From an optimization exercise on the open Yosys and OpenROAD flow, aimed at small area, a short achievable clock period and few clock cycles per item; shortcuts taken in it are not production practice. No run shown here included a check of the RTL's function; only the layout flow was run. Power is estimated from default activity; no workload was simulated.

## flow/design.v (module list and top-level ports; edited modules follow where they fit)
// module csa_fa: 9 lines
// module csa_ha: 8 lines
// module binary_neuron: 961 lines
module binary_neuron (
    input  logic                    clk,
    input  logic                    reset,
    input  logic                    in_valid,
    output logic                    in_ready,
    input  logic [320:0]            in_req,
    output logic                    out_valid,
    input  logic                    out_ready,
    output logic [9:0]              out_sum
);
  // ...
==> flow/flow/run.sh <==
#!/bin/bash
# The standard layout (standard.sh: ORFS synthesis to final layout), with
# two changes:
#  - the input and output ports are buffered with the smallest buffer,
#    sky130_fd_sc_hd__buf_1, instead of the cell buffer_ports picks by default
#    (clkdlybuf4s50_1); later repair steps may still resize them;
#  - clock tree synthesis adds no dummy loads to the clock tree.
set -euo pipefail
export BUFFER_PORTS_ARGS="-buffer_cell sky130_fd_sc_hd__buf_1"
export CTS_ARGS="-sink_clustering_enable -repair_clock_nets -buf_list sky130_fd_sc_hd__clkbuf_8 -dont_use_dummy_load"
bash standard.sh > standard_flow.log 2>&1
==> flow/standard.sh <==
#!/bin/bash
# synth_recipe.tcl (not shown) runs the flow's synth.tcl, then flattens the netlist and writes it again
# the make line also repeats each setting of config.mk as NAME=value (left out here)
make -C /OpenROAD-flow-scripts/flow DESIGN_CONFIG=/design/flow/config.mk WORK_HOME=/design/flow/orfs CLKGATE_MAP_FILE= SYNTH_SCRIPT=/design/flow/synth_recipe.tcl "${@:-finish}"
==> flow/config.mk <==
export PLATFORM = sky130hd
export DESIGN_NAME = binary_neuron
export DESIGN_NICKNAME = binary_neuron
export VERILOG_FILES = /design/flow/design.v
export SDC_FILE = /design/flow/constraint.sdc
export NUM_CORES = 4
export LEC_CHECK = 0
export CAP_MARGIN = 20
export CORE_MARGIN = 2
export CORE_UTILIZATION = 40
export CTS_BUF_LIST = sky130_fd_sc_hd__clkbuf_8
export SLEW_MARGIN = 20
export SYNTH_HIERARCHICAL = 1
export SYNTH_MINIMUM_KEEP_SIZE = 0
==> flow/constraint.sdc <==
create_clock -name core_clock -period 6.0 [get_ports {clk}]
set_input_delay 1.2000 -clock core_clock [delete_from_list [all_inputs] [get_ports {clk}]]
set_output_delay 1.2000 -clock core_clock [all_outputs]
set_load 0.01 [all_outputs]
==> results.sh, run 1 <==
export IMPL_outcome="timing/DRC/antenna clean"
export IMPL_post_cts_buffers=0
export IMPL_dpl_cell_area_sq_mm=0.0161
export IMPL_busiest_layer="met2"
export IMPL_slew_headroom_pct=40.6
export IMPL_endpoint="r2_s445"
export IMPL_synth_seq_area_share_pct=36.5
export IMPL_fin_cells=2001
export IMPL_yosysUniqueCellTypes=33
export IMPL_grt_pass1_wl_um=53300
export IMPL_hold_viol=0
export IMPL_fp_dieW_um=193
export IMPL_final_nets=2127
export IMPL_signal_buffers=336
export IMPL_cts_sinks=236
export IMPL_hold_class="reg2reg"
export IMPL_crit_start="r1_s329"
export IMPL_drc=0
export IMPL_start_util_pct=40.5
export IMPL_antenna_found_initial=0
export IMPL_required_ns=6.37
export IMPL_yosysWarningCount=8
export IMPL_rows=69
export IMPL_p_leak_nw=6.15
export IMPL_grt_overflow=0
export IMPL_first_global_vias=10100
export IMPL_clock_skew_ns=0.0341
export IMPL_multi_input_area_sq_mm=0.00893
==> run 2: changes to the inputs <==
--- a/flow/design.v
+++ b/flow/design.v
@@ -214,19 +214,19 @@
     wire p2_61 = in_req[75] ^ (~in_req[3] & (in_req[73] | in_req[74]));
     wire q3_61 = ~(in_req[76] ^ (~in_req[3] & (in_req[73] | in_req[74] | in_req[75])));
     wire p1_62 = in_req[70] ^ (~in_req[2] & in_req[69]);
     wire p2_62 = in_req[71] ^ (~in_req[2] & (in_req[69] | in_req[70]));
     wire q3_62 = ~(in_req[72] ^ (~in_req[2] & (in_req[69] | in_req[70] | in_req[71])));
     wire p1_63 = in_req[66] ^ (~in_req[1] & in_req[65]);
     wire p2_63 = in_req[67] ^ (~in_req[1] & (in_req[65] | in_req[66]));
     wire q3_63 = ~(in_req[68] ^ (~in_req[1] & (in_req[65] | in_req[66] | in_req[67])));
-    logic r1_s39, r1_s41, r1_s43, r1_s45, r1_s47, r1_s49, r1_s51, r1_s53, r1_s55, r1_s107, r1_c44, r1_c46, r1_c48, r1_c50, r1_c52, r1_c54, r1_c56, r1_s109, r1_s111, r1_s113, r1_s115, r1_s117, r1_s119, r1_s121, r1_s123, r1_s125, r1_s127, r1_s129, r1_s131, r1_s133, r1_s135, r1_c110, r1_c112, r1_c114, r1_c116, r1_c118, r1_c120, r1_c122, r1_c124, r1_c126, r1_c128, r1_c130, r1_c132, r1_c134, r1_c136, r1_s203, r1_s205, r1_s207, r1_s209, r1_s211, r1_s213, r1_s215, r1_s217, r1_s219, r1_s221, r1_s223, r1_s225, r1_s227, r1_s229, r1_s231, r1_s311, r1_s313, r1_c204, r1_c206, r1_c208, r1_c210, r1_c212, r1_c214, r1_c216, r1_c218, r1_c220, r1_c222, r1_c224, r1_c226, r1_c228, r1_c230, r1_c232, r1_s315, r1_s317, r1_s319, r1_s321, r1_s323, r1_s325, r1_s327, r1_s329, r1_s331, r1_s333, r1_s335, r1_s337, r1_s339, r1_s341, r1_c314, r1_c316, r1_c318, r1_c320, r1_c322, r1_c324, r1_c326, r1_c328, r1_c330, r1_c332, r1_c334, r1_c336, r1_c338, r1_c340, r1_c342, r1_s393, r1_s395, r1_s397, r1_s399, r1_s401, r1_s403, r1_s405, r1_c394, r1_c396, r1_c398, r1_c400, r1_c402, r1_c404, r1_c406;
-    logic r2_s265, r2_s267, r2_s269, r2_s383, r2_c270, r2_s385, r2_s387, r2_c386, r2_s441, r2_c388, r2_s443, r2_s445, r2_s469, r2_c442, r2_c444, r2_s471, r2_s473, r2_c446, r2_c472, r2_s487, r2_c474, r2_s489, r2_c488, r2_s497, r2_c490, r2_c498, r2_s63, r2_s157, r2_s159;
-    logic r3_c450, r3_s479, r3_c452, r3_s63, r3_s157, r3_s271, r3_s391, r3_s451, r3_s495, r3_c496, r3_s503, r3_c504, r3_s159, r3_s501, r3_c502;
+    logic r1_s39, r1_s41, r1_s43, r1_s45, r1_s47, r1_s49, r1_s51, r1_s53, r1_s55, r1_s107, r1_c44, r1_c46, r1_c48, r1_c50, r1_c52, r1_c54, r1_c56, r1_s109, r1_s111, r1_s113, r1_s115, r1_s117, r1_s119, r1_s121, r1_s123, r1_s125, r1_s127, r1_s129, r1_s131, r1_s133, r1_s135, r1_s201, r1_c124, r1_c126, r1_c128, r1_c130, r1_c132, r1_c134, r1_c136, r1_s203, r1_s205, r1_s207, r1_s209, r1_s211, r1_s213, r1_s215, r1_s217, r1_s219, r1_s221, r1_s223, r1_s225, r1_s227, r1_s229, r1_s231, r1_s233, r1_s235, r1_s311, r1_s313, r1_c204, r1_c206, r1_c208, r1_c210, r1_c212, r1_c214, r1_c216, r1_c218, r1_c220, r1_c222, r1_c224, r1_c226, r1_c228, r1_c230, r1_c232, r1_c234, r1_c236, r1_s315, r1_s317, r1_s319, r1_s321, r1_s323, r1_s325, r1_s327, r1_s329, r1_s331, r1_s333, r1_s335, r1_s337, r1_s339, r1_s341, r1_c314, r1_c316, r1_c318, r1_c320, r1_c322, r1_c324, r1_c326, r1_c328, r1_c330, r1_c332, r1_c334, r1_c336, r1_c338, r1_c340, r1_c342, r1_s393, r1_s395, r1_s397, r1_s399, r1_s401, r1_s403, r1_s405, r1_c394, r1_c396, r1_c398, r1_c400, r1_c402, r1_c404, r1_c406;
+    logic r2_s265, r2_s267, r2_s269, r2_s383, r2_c270, r2_s385, r2_s387, r2_s435, r2_s437, r2_s439, r2_c386, r2_s441, r2_c388, r2_s443, r2_s469, r2_c442, r2_c444, r2_s471, r2_s473, r2_c472, r2_s487, r2_c474, r2_s489, r2_c488, r2_c490, r2_s497, r2_c498, r2_s63, r2_s157, r2_s159;
+    logic r3_s477, r3_c452, r3_s479, r3_c478, r3_s493, r3_c480, r3_s63, r3_s157, r3_s271, r3_s391, r3_s451, r3_s501, r3_s503, r3_c504, r3_s159, r3_c502;
     wire s1 = ~(in_req[317] ^ in_req[313]);
     wire c2 = in_req[317] | in_req[313];
     wire s3, c4;
     csa_fa u_s3 (.a(in_req[309]), .b(in_req[305]), .c(in_req[301]), .s(s3), .co(c4));
     wire s5, c6;
     csa_fa u_s5 (.a(in_req[297]), .b(in_req[293]), .c(in_req[289]), .s(s5), .co(c6));
     wire s7, c8;
     csa_fa u_s7 (.a(in_req[285]), .b(in_req[281]), .c(in_req[277]), .s(s7), .co(c8));
@@ -436,63 +436,63 @@
     csa_fa u_s211 (.a(c86), .b(c88), .c(c90), .s(s211), .co(c212));
     wire s213, c214;
     csa_fa u_s213 (.a(c92), .b(c94), .c(c96), .s(s213), .co(c214));
     wire s215, c216;
     csa_fa u_s215 (.a(c98), .b(c100), .c(c102), .s(s215), .co(c216));
     wire s217, c218;
     csa_fa u_s217 (.a(c104), .b(c106), .c(c108), .s(s217), .co(c218));
     wire s219, c220;
-    csa_fa u_s219 (.a(s161), .b(s163), .c(s165), .s(s219), .co(c220));
+    csa_fa u_s219 (.a(c110), .b(c112), .c(c114), .s(s219), .co(c220));
     wire s221, c222;
-    csa_fa u_s221 (.a(s167), .b(s169), .c(s171), .s(s221), .co(c222));
+    csa_fa u_s221 (.a(c116), .b(c118), .c(c120), .s(s221), .co(c222));
     wire s223, c224;
-    csa_fa u_s223 (.a(s173), .b(s175), .c(s177), .s(s223), .co(c224));
+    csa_fa u_s223 (.a(c122), .b(s161), .c(s163), .s(s223), .co(c224));
     wire s225, c226;
-    csa_fa u_s225 (.a(s179), .b(s181), .c(s183), .s(s225), .co(c226));
+    csa_fa u_s225 (.a(s165), .b(s167), .c(s169), .s(s225), .co(c226));
     wire s227, c228;
-    csa_fa u_s227 (.a(s185), .b(s187), .c(s189), .s(s227), .co(c228));
+    csa_fa u_s227 (.a(s171), .b(s173), .c(s175), .s(s227), .co(c228));
     wire s229, c230;
-    csa_fa u_s229 (.a(s191), .b(s193), .c(s195), .s(s229), .co(c230));
+    csa_fa u_s229 (.a(s177), .b(s179), .c(s181), .s(s229), .co(c230));
     wire s231, c232;
-    csa_fa u_s231 (.a(s197), .b(s199), .c(s201), .s(s231), .co(c232));
+    csa_fa u_s231 (.a(s183), .b(s185), .c(s187), .s(s231), .co(c232));
     wire s233, c234;
-    csa_fa u_s233 (.a(r1_c110), .b(r1_c112), .c(r1_c114), .s(s233), .co(c234));
+    csa_fa u_s233 (.a(s189), .b(s191), .c(s193), .s(s233), .co(c234));
     wire s235, c236;
-    csa_fa u_s235 (.a(r1_c116), .b(r1_c118), .c(r1_c120), .s(s235), .co(c236));
+    csa_fa u_s235 (.a(s195), .b(s197), .c(s199), .s(s235), .co(c236));
     wire s237, c238;
-    csa_fa u_s237 (.a(r1_c122), .b(r1_c124), .c(r1_c126), .s(s237), .co(c238));
+    csa_fa u_s237 (.a(r1_s201), .b(r1_c124), .c(r1_c126), .s(s237), .co(c238));
     wire s239, c240;
     csa_fa u_s239 (.a(r1_c128), .b(r1_c130), .c(r1_c132), .s(s239), .co(c240));
     wire s241, c242;
     csa_fa u_s241 (.a(r1_c134), .b(r1_c136), .c(r1_s203), .s(s241), .co(c242));
     wire s243, c244;
     csa_fa u_s243 (.a(r1_s205), .b(r1_s207), .c(r1_s209), .s(s243), .co(c244));
     wire s245, c246;
     csa_fa u_s245 (.a(r1_s211), .b(r1_s213), .c(r1_s215), .s(s245), .co(c246));
     wire s247, c248;
     csa_fa u_s247 (.a(r1_s217), .b(r1_s219), .c(r1_s221), .s(s247), .co(c248));
     wire s249, c250;
     csa_fa u_s249 (.a(r1_s223), .b(r1_s225), .c(r1_s227), .s(s249), .co(c250));
     wire s251, c252;
-    csa_fa u_s251 (.a(r1_s229), .b(r1_s231), .c(c138), .s(s251), .co(c252));
+    csa_fa u_s251 (.a(r1_s229), .b(r1_s231), .c(r1_s233), .s(s251), .co(c252));
     wire s253, c254;
-    csa_fa u_s253 (.a(c140), .b(c142), .c(c144), .s(s253), .co(c254));
+    csa_fa u_s253 (.a(r1_s235), .b(c138), .c(c140), .s(s253), .co(c254));
     wire s255, c256;
-    csa_fa u_s255 (.a(c146), .b(c148), .c(c150), .s(s255), .co(c256));
+    csa_fa u_s255 (.a(c142), .b(c144), .c(c146), .s(s255), .co(c256));
     wire s257, c258;
-    csa_fa u_s257 (.a(s233), .b(s235), .c(s237), .s(s257), .co(c258));
+    csa_fa u_s257 (.a(c148), .b(c150), .c(s237), .s(s257), .co(c258));
     wire s259, c260;
     csa_fa u_s259 (.a(s239), .b(s241), .c(s243), .s(s259), .co(c260));
     wire s261, c262;
     csa_fa u_s261 (.a(s245), .b(s247), .c(s249), .s(s261), .co(c262));
     wire s263, c264;
-    csa_fa u_s263 (.a(c152), .b(c154), .c(c156), .s(s263), .co(c264));
+    csa_fa u_s263 (.a(s251), .b(c152), .c(c154), .s(s263), .co(c264));
     wire s265, c266;
-    csa_fa u_s265 (.a(s251), .b(s253), .c(s255), .s(s265), .co(c266));
+    csa_fa u_s265 (.a(c156), .b(s253), .c(s255), .s(s265), .co(c266));
     wire s267, c268;
     csa_fa u_s267 (.a(s257), .b(s259), .c(s261), .s(s267), .co(c268));
     wire s269, c270;
     csa_fa u_s269 (.a(c158), .b(c160), .c(s263), .s(s269), .co(c270));
     wire s271, c272;
     csa_fa u_s271 (.a(r2_s265), .b(r2_s267), .c(r2_s269), .s(s271), .co(c272));
     wire s273 = ~(q3_0 ^ q3_1);
     wire c274 = q3_0 | q3_1;
@@ -570,45 +570,45 @@
     csa_fa u_s345 (.a(r1_c206), .b(r1_c208), .c(r1_c210), .s(s345), .co(c346));
     wire s347, c348;
     csa_fa u_s347 (.a(r1_c212), .b(r1_c214), .c(r1_c216), .s(s347), .co(c348));
     wire s349, c350;
     csa_fa u_s349 (.a(r1_c218), .b(r1_c220), .c(r1_c222), .s(s349), .co(c350));
     wire s351, c352;
     csa_fa u_s351 (.a(r1_c224), .b(r1_c226), .c(r1_c228), .s(s351), .co(c352));
     wire s353, c354;
-    csa_fa u_s353 (.a(r1_c230), .b(r1_c232), .c(r1_s315), .s(s353), .co(c354));
+    csa_fa u_s353 (.a(r1_c230), .b(r1_c232), .c(r1_c234), .s(s353), .co(c354));
     wire s355, c356;
-    csa_fa u_s355 (.a(r1_s317), .b(r1_s319), .c(r1_s321), .s(s355), .co(c356));
+    csa_fa u_s355 (.a(r1_c236), .b(r1_s315), .c(r1_s317), .s(s355), .co(c356));
     wire s357, c358;
-    csa_fa u_s357 (.a(r1_s323), .b(r1_s325), .c(r1_s327), .s(s357), .co(c358));
+    csa_fa u_s357 (.a(r1_s319), .b(r1_s321), .c(r1_s323), .s(s357), .co(c358));
     wire s359, c360;
-    csa_fa u_s359 (.a(r1_s329), .b(r1_s331), .c(r1_s333), .s(s359), .co(c360));
+    csa_fa u_s359 (.a(r1_s325), .b(r1_s327), .c(r1_s329), .s(s359), .co(c360));
     wire s361, c362;
-    csa_fa u_s361 (.a(r1_s335), .b(r1_s337), .c(r1_s339), .s(s361), .co(c362));
+    csa_fa u_s361 (.a(r1_s331), .b(r1_s333), .c(r1_s335), .s(s361), .co(c362));
     wire s363, c364;
-    csa_fa u_s363 (.a(r1_s341), .b(s359), .c(s361), .s(s363), .co(c364));
+    csa_fa u_s363 (.a(r1_s337), .b(r1_s339), .c(r1_s341), .s(s363), .co(c364));
     wire s365, c366;
-    csa_fa u_s365 (.a(c234), .b(c236), .c(c238), .s(s365), .co(c366));
+    csa_fa u_s365 (.a(s359), .b(s361), .c(s363), .s(s365), .co(c366));
     wire s367, c368;
-    csa_fa u_s367 (.a(c240), .b(c242), .c(c244), .s(s367), .co(c368));
+    csa_fa u_s367 (.a(c238), .b(c240), .c(c242), .s(s367), .co(c368));
     wire s369, c370;
-    csa_fa u_s369 (.a(c246), .b(c248), .c(c250), .s(s369), .co(c370));
+    csa_fa u_s369 (.a(c244), .b(c246), .c(c248), .s(s369), .co(c370));
     wire s371, c372;
-    csa_fa u_s371 (.a(s343), .b(s345), .c(s347), .s(s371), .co(c372));
+    csa_fa u_s371 (.a(c250), .b(c252), .c(s343), .s(s371), .co(c372));
     wire s373, c374;
-    csa_fa u_s373 (.a(s349), .b(s351), .c(s353), .s(s373), .co(c374));
+    csa_fa u_s373 (.a(s345), .b(s347), .c(s349), .s(s373), .co(c374));
     wire s375, c376;
-    csa_fa u_s375 (.a(s355), .b(s357), .c(s363), .s(s375), .co(c376));
+    csa_fa u_s375 (.a(s351), .b(s353), .c(s355), .s(s375), .co(c376));
     wire s377, c378;
-    csa_fa u_s377 (.a(c252), .b(c254), .c(c256), .s(s377), .co(c378));
+    csa_fa u_s377 (.a(s357), .b(s365), .c(c254), .s(s377), .co(c378));
     wire s379, c380;
-    csa_fa u_s379 (.a(c258), .b(c260), .c(c262), .s(s379), .co(c380));
+    csa_fa u_s379 (.a(c256), .b(c258), .c(c260), .s(s379), .co(c380));
     wire s381, c382;
-    csa_fa u_s381 (.a(s365), .b(s367), .c(s369), .s(s381), .co(c382));
+    csa_fa u_s381 (.a(c262), .b(s367), .c(s369), .s(s381), .co(c382));
     wire s383, c384;
     csa_fa u_s383 (.a(s371), .b(s373), .c(s375), .s(s383), .co(c384));
     wire s385, c386;
     csa_fa u_s385 (.a(c264), .b(c266), .c(s377), .s(s385), .co(c386));
     wire s387, c388;
     csa_fa u_s387 (.a(c268), .b(s379), .c(s381), .s(s387), .co(c388));
     wire s389, c390;
     csa_fa u_s389 (.a(r2_s383), .b(r2_c270), .c(r2_s385), .s(s389), .co(c390));
@@ -640,99 +640,99 @@
     csa_fa u_s415 (.a(r1_c338), .b(r1_c340), .c(r1_c342), .s(s415), .co(c416));
     wire s417, c418;
     csa_fa u_s417 (.a(r1_s393), .b(r1_s395), .c(r1_s397), .s(s417), .co(c418));
     wire s419, c420;
     csa_fa u_s419 (.a(r1_s399), .b(r1_s401), .c(r1_s403), .s(s419), .co(c420));
     wire s421, c422;
     csa_fa u_s421 (.a(r1_s405), .b(c360), .c(c362), .s(s421), .co(c422));
     wire s423, c424;
-    csa_fa u_s423 (.a(c344), .b(c346), .c(c348), .s(s423), .co(c424));
+    csa_fa u_s423 (.a(c364), .b(c344), .c(c346), .s(s423), .co(c424));
     wire s425, c426;
-    csa_fa u_s425 (.a(c350), .b(c352), .c(c354), .s(s425), .co(c426));
+    csa_fa u_s425 (.a(c348), .b(c350), .c(c352), .s(s425), .co(c426));
     wire s427, c428;
-    csa_fa u_s427 (.a(c356), .b(c358), .c(s407), .s(s427), .co(c428));
+    csa_fa u_s427 (.a(c354), .b(c356), .c(c358), .s(s427), .co(c428));
     wire s429, c430;
-    csa_fa u_s429 (.a(s409), .b(s411), .c(s413), .s(s429), .co(c430));
+    csa_fa u_s429 (.a(c366), .b(s407), .c(s409), .s(s429), .co(c430));
     wire s431, c432;
-    csa_fa u_s431 (.a(s415), .b(s417), .c(s419), .s(s431), .co(c432));
+    csa_fa u_s431 (.a(s411), .b(s413), .c(s415), .s(s431), .co(c432));
     wire s433, c434;
-    csa_fa u_s433 (.a(c364), .b(s421), .c(c366), .s(s433), .co(c434));
+    csa_fa u_s433 (.a(s417), .b(s419), .c(s421), .s(s433), .co(c434));
     wire s435, c436;
     csa_fa u_s435 (.a(c368), .b(c370), .c(c372), .s(s435), .co(c436));
     wire s437, c438;
-    csa_fa u_s437 (.a(c374), .b(s423), .c(s425), .s(s437), .co(c438));
+    csa_fa u_s437 (.a(c374), .b(c376), .c(s423), .s(s437), .co(c438));
     wire s439, c440;
-    csa_fa u_s439 (.a(s427), .b(s429), .c(s431), .s(s439), .co(c440));
+    csa_fa u_s439 (.a(s425), .b(s427), .c(s429), .s(s439), .co(c440));
     wire s441, c442;
-    csa_fa u_s441 (.a(c376), .b(c378), .c(c380), .s(s441), .co(c442));
+    csa_fa u_s441 (.a(s431), .b(s433), .c(c378), .s(s441), .co(c442));
     wire s443, c444;
-    csa_fa u_s443 (.a(c382), .b(s433), .c(s435), .s(s443), .co(c444));
+    csa_fa u_s443 (.a(c380), .b(c382), .c(c384), .s(s443), .co(c444));
     wire s445, c446;
-    csa_fa u_s445 (.a(s437), .b(s439), .c(c384), .s(s445), .co(c446));
+    csa_fa u_s445 (.a(r2_s435), .b(r2_s437), .c(r2_s439), .s(s445), .co(c446));
     wire s447, c448;
     csa_fa u_s447 (.a(r2_c386), .b(r2_s441), .c(r2_c388), .s(s447), .co(c448));
     wire s449, c450;
-    csa_fa u_s449 (.a(r2_s443), .b(r2_s445), .c(c390), .s(s449), .co(c450));
+    csa_fa u_s449 (.a(r2_s443), .b(c390), .c(s445), .s(s449), .co(c450));
     wire s451, c452;
     csa_fa u_s451 (.a(s447), .b(c392), .c(s449), .s(s451), .co(c452));
     wire s453 = ~(r1_c394 ^ r1_c396);
     wire c454 = r1_c394 | r1_c396;
     wire s455, c456;
     csa_fa u_s455 (.a(r1_c398), .b(r1_c400), .c(r1_c402), .s(s455), .co(c456));
     wire s457, c458;
     csa_fa u_s457 (.a(r1_c404), .b(r1_c406), .c(c408), .s(s457), .co(c458));
     wire s459, c460;
     csa_fa u_s459 (.a(c410), .b(c412), .c(c414), .s(s459), .co(c460));
     wire s461, c462;
     csa_fa u_s461 (.a(c416), .b(c418), .c(c420), .s(s461), .co(c462));
     wire s463, c464;
-    csa_fa u_s463 (.a(s453), .b(s455), .c(c422), .s(s463), .co(c464));
+    csa_fa u_s463 (.a(c422), .b(s453), .c(s455), .s(s463), .co(c464));
     wire s465, c466;
     csa_fa u_s465 (.a(c424), .b(c426), .c(c428), .s(s465), .co(c466));
     wire s467, c468;
-    csa_fa u_s467 (.a(c430), .b(c432), .c(s457), .s(s467), .co(c468));
+    csa_fa u_s467 (.a(c430), .b(c432), .c(c434), .s(s467), .co(c468));
     wire s469, c470;
-    csa_fa u_s469 (.a(s459), .b(s461), .c(s463), .s(s469), .co(c470));
+    csa_fa u_s469 (.a(s457), .b(s459), .c(s461), .s(s469), .co(c470));
     wire s471, c472;
-    csa_fa u_s471 (.a(c434), .b(c436), .c(c438), .s(s471), .co(c472));
+    csa_fa u_s471 (.a(s463), .b(c436), .c(c438), .s(s471), .co(c472));
     wire s473, c474;
-    csa_fa u_s473 (.a(c440), .b(s465), .c(s467), .s(s473), .co(c474));
+    csa_fa u_s473 (.a(s465), .b(c440), .c(s467), .s(s473), .co(c474));
     wire s475, c476;
     csa_fa u_s475 (.a(r2_s469), .b(r2_c442), .c(r2_c444), .s(s475), .co(c476));
     wire s477, c478;
-    csa_fa u_s477 (.a(r2_s471), .b(r2_s473), .c(r2_c446), .s(s477), .co(c478));
+    csa_fa u_s477 (.a(r2_s471), .b(r2_s473), .c(c446), .s(s477), .co(c478));
     wire s479, c480;
-    csa_fa u_s479 (.a(c448), .b(s475), .c(s477), .s(s479), .co(c480));
+    csa_fa u_s479 (.a(c448), .b(s475), .c(c450), .s(s479), .co(c480));
     wire s481, c482;
-    csa_fa u_s481 (.a(r3_c450), .b(r3_s479), .c(r3_c452), .s(s481), .co(c482));
+    csa_fa u_s481 (.a(r3_s477), .b(r3_c452), .c(r3_s479), .s(s481), .co(c482));
     wire s483 = ~(c454 ^ c456);
     wire c484 = c454 | c456;
     wire s485, c486;
     csa_fa u_s485 (.a(c458), .b(c460), .c(c462), .s(s485), .co(c486));
     wire s487, c488;
-    csa_fa u_s487 (.a(s483), .b(c464), .c(c466), .s(s487), .co(c488));
+    csa_fa u_s487 (.a(c464), .b(s483), .c(c466), .s(s487), .co(c488));
     wire s489, c490;
-    csa_fa u_s489 (.a(c468), .b(s485), .c(c470), .s(s489), .co(c490));
+    csa_fa u_s489 (.a(c468), .b(c470), .c(s485), .s(s489), .co(c490));
     wire s491, c492;
     csa_fa u_s491 (.a(r2_c472), .b(r2_s487), .c(r2_c474), .s(s491), .co(c492));
     wire s493, c494;
-    csa_fa u_s493 (.a(r2_s489), .b(c476), .c(c478), .s(s493), .co(c494));
+    csa_fa u_s493 (.a(r2_s489), .b(c476), .c(s491), .s(s493), .co(c494));
     wire s495, c496;
-    csa_fa u_s495 (.a(s491), .b(c480), .c(s493), .s(s495), .co(c496));
+    csa_fa u_s495 (.a(r3_c478), .b(r3_s493), .c(r3_c480), .s(s495), .co(c496));
     wire s497 = ~(c484 ^ c486);
     wire c498 = c484 | c486;
     wire s499, c500;
-    csa_fa u_s499 (.a(r2_c488), .b(r2_s497), .c(r2_c490), .s(s499), .co(c500));
+    csa_fa u_s499 (.a(r2_c488), .b(r2_c490), .c(r2_s497), .s(s499), .co(c500));
     wire s501, c502;
     csa_fa u_s501 (.a(c492), .b(s499), .c(c494), .s(s501), .co(c502));
     wire s503 = ~(r2_c498 ^ c500);
     wire c504 = r2_c498 | c500;
-    wire [9:0] row_a = {r3_c504, r3_s503, r3_c496, r3_s495, s481, r3_s451, r3_s391, r3_s271, r3_s157, r3_s63};
-    wire [9:0] row_b = {1'b0, r3_c502, r3_s501, c482, 1'b0, 1'b0, 1'b0, 1'b0, r3_s159, 1'b0};
+    wire [9:0] row_a = {r3_c504, r3_s503, r3_s501, c482, s481, r3_s451, r3_s391, r3_s271, r3_s157, r3_s63};
+    wire [9:0] row_b = {1'b0, r3_c502, c496, s495, 1'b0, 1'b0, 1'b0, 1'b0, r3_s159, 1'b0};
     wire [9:0] total = row_a + row_b;
     logic         accept, pop;
     logic [4:0] pending, pending_next;
     assign accept = in_valid && in_ready;
     assign pop    = out_valid && out_ready;
     always_comb begin
         case ({accept, pop})
             2'b10:   pending_next = {pending[3:0], 1'b1};
@@ -784,23 +784,17 @@
         r1_s121 <= s121;
         r1_s123 <= s123;
         r1_s125 <= s125;
         r1_s127 <= s127;
         r1_s129 <= s129;
         r1_s131 <= s131;
         r1_s133 <= s133;
         r1_s135 <= s135;
-        r1_c110 <= c110;
-        r1_c112 <= c112;
-        r1_c114 <= c114;
-        r1_c116 <= c116;
-        r1_c118 <= c118;
-        r1_c120 <= c120;
-        r1_c122 <= c122;
+        r1_s201 <= s201;
         r1_c124 <= c124;
         r1_c126 <= c126;
         r1_c128 <= c128;
         r1_c130 <= c130;
         r1_c132 <= c132;
         r1_c134 <= c134;
         r1_c136 <= c136;
         r1_s203 <= s203;
@@ -813,16 +807,18 @@
         r1_s217 <= s217;
         r1_s219 <= s219;
         r1_s221 <= s221;
         r1_s223 <= s223;
         r1_s225 <= s225;
         r1_s227 <= s227;
         r1_s229 <= s229;
         r1_s231 <= s231;
+        r1_s233 <= s233;
+        r1_s235 <= s235;
         r1_s311 <= s311;
         r1_s313 <= s313;
         r1_c204 <= c204;
         r1_c206 <= c206;
         r1_c208 <= c208;
         r1_c210 <= c210;
         r1_c212 <= c212;
         r1_c214 <= c214;
@@ -830,16 +826,18 @@
         r1_c218 <= c218;
         r1_c220 <= c220;
         r1_c222 <= c222;
         r1_c224 <= c224;
         r1_c226 <= c226;
         r1_c228 <= c228;
         r1_c230 <= c230;
         r1_c232 <= c232;
+        r1_c234 <= c234;
+        r1_c236 <= c236;
         r1_s315 <= s315;
         r1_s317 <= s317;
         r1_s319 <= s319;
         r1_s321 <= s321;
         r1_s323 <= s323;
         r1_s325 <= s325;
         r1_s327 <= s327;
         r1_s329 <= s329;
@@ -882,54 +880,56 @@
     always_ff @(posedge clk) begin
         r2_s265 <= s265;
         r2_s267 <= s267;
         r2_s269 <= s269;
         r2_s383 <= s383;
         r2_c270 <= c270;
         r2_s385 <= s385;
         r2_s387 <= s387;
+        r2_s435 <= s435;
+        r2_s437 <= s437;
+        r2_s439 <= s439;
         r2_c386 <= c386;
         r2_s441 <= s441;
         r2_c388 <= c388;
         r2_s443 <= s443;
-        r2_s445 <= s445;
         r2_s469 <= s469;
         r2_c442 <= c442;
         r2_c444 <= c444;
         r2_s471 <= s471;
         r2_s473 <= s473;
-        r2_c446 <= c446;
         r2_c472 <= c472;
         r2_s487 <= s487;
         r2_c474 <= c474;
         r2_s489 <= s489;
         r2_c488 <= c488;
-        r2_s497 <= s497;
         r2_c490 <= c490;
+        r2_s497 <= s497;
         r2_c498 <= c498;
         r2_s63 <= s63;
         r2_s157 <= s157;
         r2_s159 <= s159;
     end
     always_ff @(posedge clk) begin
-        r3_c450 <= c450;
-        r3_s479 <= s479;
+        r3_s477 <= s477;
         r3_c452 <= c452;
+        r3_s479 <= s479;
+        r3_c478 <= c478;
+        r3_s493 <= s493;
+        r3_c480 <= c480;
         r3_s63 <= r2_s63;
         r3_s157 <= r2_s157;
         r3_s271 <= s271;
         r3_s391 <= s391;
         r3_s451 <= s451;
-        r3_s495 <= s495;
-        r3_c496 <= c496;
+        r3_s501 <= s501;
         r3_s503 <= s503;
         r3_c504 <= c504;
         r3_s159 <= r2_s159;
-        r3_s501 <= s501;
         r3_c502 <= c502;
     end
     logic [9:0]      q_data [0:3];
     logic [3:0]    q_wr, q_rd, q_occ;
     logic [9:0]      q_head;
     logic            q_empty;
     logic            result;        
     logic            head_load;     
==> run 2 against run 1 <==
  * Still clean
  * Clock-buffer cell count up 1
  * Cell count about the same
  * Routed wire length up 1.9%
  * Flip-flop and latch count unchanged
  * Sequential share of layout area about the same
  * Via count down 0.34%
  * Sequential power up 1%
  * Critical path type unchanged
==> results.sh, run 2 <==
export IMPL_outcome="timing/DRC/antenna clean"
export IMPL_synth_top_area_share_pct=34.0
export IMPL_layout_common_cells="336 x buf_1, 243 x fa_1, 215 x nor2_1"
export IMPL_synth_ff_latch_count=236
export IMPL_ys_top_cells_by_area="fa_1 34%, dfxtp_1 26%, edfxtp_1 10%"
export IMPL_mostFrequentLayoutCell="buf_1"
export IMPL_syn_nets=1759
export IMPL_fp_dieW_um=193
export IMPL_fillers=3323
export IMPL_dpl_hpwl_um=30400
export IMPL_post_drt_wl_per_cell_um=17.4
export IMPL_synth_common_cells="243 x fa_1, 215 x nor2_1, 186 x dfxtp_1"
export IMPL_synth_edf_count=50
export IMPL_crit_fanout=1
export IMPL_cts_tree="yes"
export IMPL_top_register="q_data"
export IMPL_synth_largest_area_cell="fa_1"
export IMPL_required_ns=6.41
export IMPL_switchingPower_mw=3.29
export IMPL_postRouteAntennaNets=0
export IMPL_via_count=9212
export IMPL_fin_cells=2002
export IMPL_dr_pass1_iters=4
export IMPL_crit_family="adder cells"
export IMPL_endpoint_kind="register"
export IMPL_slew_headroom_pct=40.0
export IMPL_gp_congestion=0.813
export IMPL_stdcell_area_sq_mm=0.0167
export IMPL_p_seq_share_pct=33.5
export IMPL_max_freq_mhz=347
export IMPL_cpPeakStageDelay_ns=0.58
export IMPL_chipHeight_um=193
export IMPL_crit_arrival_ns=3.29
export IMPL_antenna_found_initial=0
export IMPL_initialDrtViolationCount=377
export IMPL_drt_total_wl_um=34800
export IMPL_synth_area_sq_mm=0.0143
export IMPL_largest_reg_flops=40
export IMPL_worstPathCellList="fa_1 -> fa_1 -> fa_1 -> fa_1 -> fa_1"
export IMPL_final_max_slew_viol_count=0
export IMPL_grt_overflow=0
export IMPL_portBuffers=336
export IMPL_intPower_mw=5.12
export IMPL_rsz0062_at_grt="false"
export IMPL_yosysUniqueCellTypes=33
export IMPL_setup_violations=0
export IMPL_viasPerCell=4.60
export IMPL_areaGrowthSynthToFinish_pct=16.5
export IMPL_io_pin_count=337
export IMPL_clock_skew_ns=0.0543
export IMPL_combPwrFrac_pct=52.8
export IMPL_worst_slack_ns=3.12
export IMPL_grt_max_degree=25
export IMPL_period_needed_ns=2.88
export IMPL_final_nets=2128
export IMPL_startpoint_type="register"
export IMPL_clock_latency_ns=0.53
export IMPL_grt_pass1_wl_um=54300
export IMPL_dieArea_sq_mm=0.0373
export IMPL_p_leak_nw=6.16
export IMPL_yosysMostFrequentCell="fa_1"
export IMPL_n_antenna_cell=0
export IMPL_timing_final_crit_share_pct=48.0
export IMPL_synth_seq_area_share_pct=36.5
export IMPL_worstMarginPinSlew_ns=0.900
export IMPL_yosysWarningCount=8
export IMPL_reg_top3="q_data: 40 flops, out_sum: 10 flops, pending: 5 flops"
export IMPL_first_global_vias=9903
export IMPL_grt_use_total_pct=19.0
export IMPL_post_cts_buffers=0
export IMPL_placed_cells_incl_taps=1961
export IMPL_path_common_cell="fa_1"
export IMPL_ctsHoldBuffers=0
export IMPL_critPathKind="reg2reg"
export IMPL_cts_root_buf="clkbuf_8"
export IMPL_rows=69
export IMPL_drc=0
export IMPL_pwr_share_clk_pct=13.8
export IMPL_crit_buf_inv=0
export IMPL_cts_buffers=41
export IMPL_post_route_util_pct=47.2
export IMPL_postSynthCellCount=1174
export IMPL_clk_pin_slew_ns=0.06
export IMPL_dp_worst_setup_slack_ns=2.94
export IMPL_clock_path_buffers=3
export IMPL_dpl_cell_area_sq_mm=0.0161
export IMPL_async_reset_ff_share_pct=0
export IMPL_core_sq_mm=0.0354
export IMPL_p_sw_share_pct=39.1
export IMPL_hold_class="reg2reg"
export IMPL_start_util_pct=40.5
export IMPL_drv_cap=0
export IMPL_htreeDepth=2
export IMPL_max_vdd_ir_drop_mv=0.364
export IMPL_setup_tns_ns=0
export IMPL_cts_sinks=236
export IMPL_drive_above_1_share_pct=3.18
export IMPL_power_density_mw_per_mm2=504
export IMPL_cts_resized=0
export IMPL_synth_avg_cell_area_sq_um=12.2
export IMPL_hold_viol=0
export IMPL_cp_slowest_cell="fa_1"
export IMPL_synth_ff_type="dfxtp_1"
## run 2: cell counts after synthesis
No cell type changed its count.
## run 2: modules after synthesis, one instance, submodules excluded
module | cells | cell area [sq um] | copies in the design | flops+latches
csa_fa | 1 | 20.0 | 243 | 0
binary_neuron | 931 | 9460 | 1 | 236
## run 2: final timing paths
check | slack [ns] | to | from | cells after the start
min | 0.32 | r3_s159 | r2_s159 | 0
min reg2reg | 0.32 | r3_s159 | r2_s159 | 0
max reg2reg | 3.12 | r2_s473 | r1_s325 | 5
max | 3.12 | r2_s473 | r1_s325 | 5
## run 2: final cells by class
class	instances	area, sq um	share of cell area, %
Timing Repair Buffer	336	1260	7.56
Clock buffer	41	564	3.38
Inverter	35	131	0.787
Sequential cell	236	5230	31.3
Multi-Input combinational cell	893	8930	53.5
Tap cell	461	577	3.46
## run 2: metal layers
layer | global-route usage (%) | routed length [um] | vias up
met5 | 0 | 0 | -
met2 | 34.7 | 18600 | 237
met3 | 2.46 | 1260 | 39
met4 | 3.76 | 530 | 0
met1 | 24.0 | 14400 | 4465
li1 | - | - | 4471
## run 2: kinds of logic (layout without fill, tap and decap cells)
family	Yosys count	in the layout	synth area share, %
mux	2	2	0.140
simple gates	375	375	11.9
flops	236	236	36.5
buf+inv	45	412	1.18
compound gates	57	57	2.73
xor+xnor	199	199	12.2
fa+ha+maj	260	260	35.4
## run 2: stage by stage
step	power, mW	hold WS (ns)
after floorplan	5.67	0.310
after global placement	7.20	0.312
after detailed placement	7.40	0.313
after CTS	8.57	0.325
after global routing	9.26	0.328
final	8.41	0.323
## run 2: power groups by stage
stage	clock (mW)	sequential, mW	combinational (mW)
final	1.16	2.81	4.44
after CTS	1.20	2.83	4.54
after detailed placement	0	2.86	4.54
after global routing	1.27	2.88	5.12
after floorplan	0	2.73	2.94
after global placement	0	2.86	4.34

-- separate check: timing with driven ports --
How much do the figures lean on ideal ports? The routed layouts below were timed once more, with nothing changed but the port constraints. Step 1 sets driving cells, clkbuf_16 on the clock port and buf_2 on the other inputs (assumed; they add their load-dependent delay and slew). Step 2 adds t to the input delays and takes it off the output delays; t is the mean of the earliest and latest rising clock arrival at the registers after step 1. Input paths then give back, and output paths get back, about the clock's delay inside the block. Slacks: ideal ports / drivers / drivers and shift; pairs: ideal ports / drivers.
run | t, ns | slack for setup (ns) | cell pins on the clock port's net
run 1 | 0.551 | 3.176 / 3.176 / 2.781 | 1
run 2 | 0.549 | 3.117 / 3.117 / 2.960 | 1
After both steps setup and hold are still met in every run listed. For run 1, which loses most, drivers alone change the setup slack by 0.000 ns; drivers and shift together by -0.395 ns.
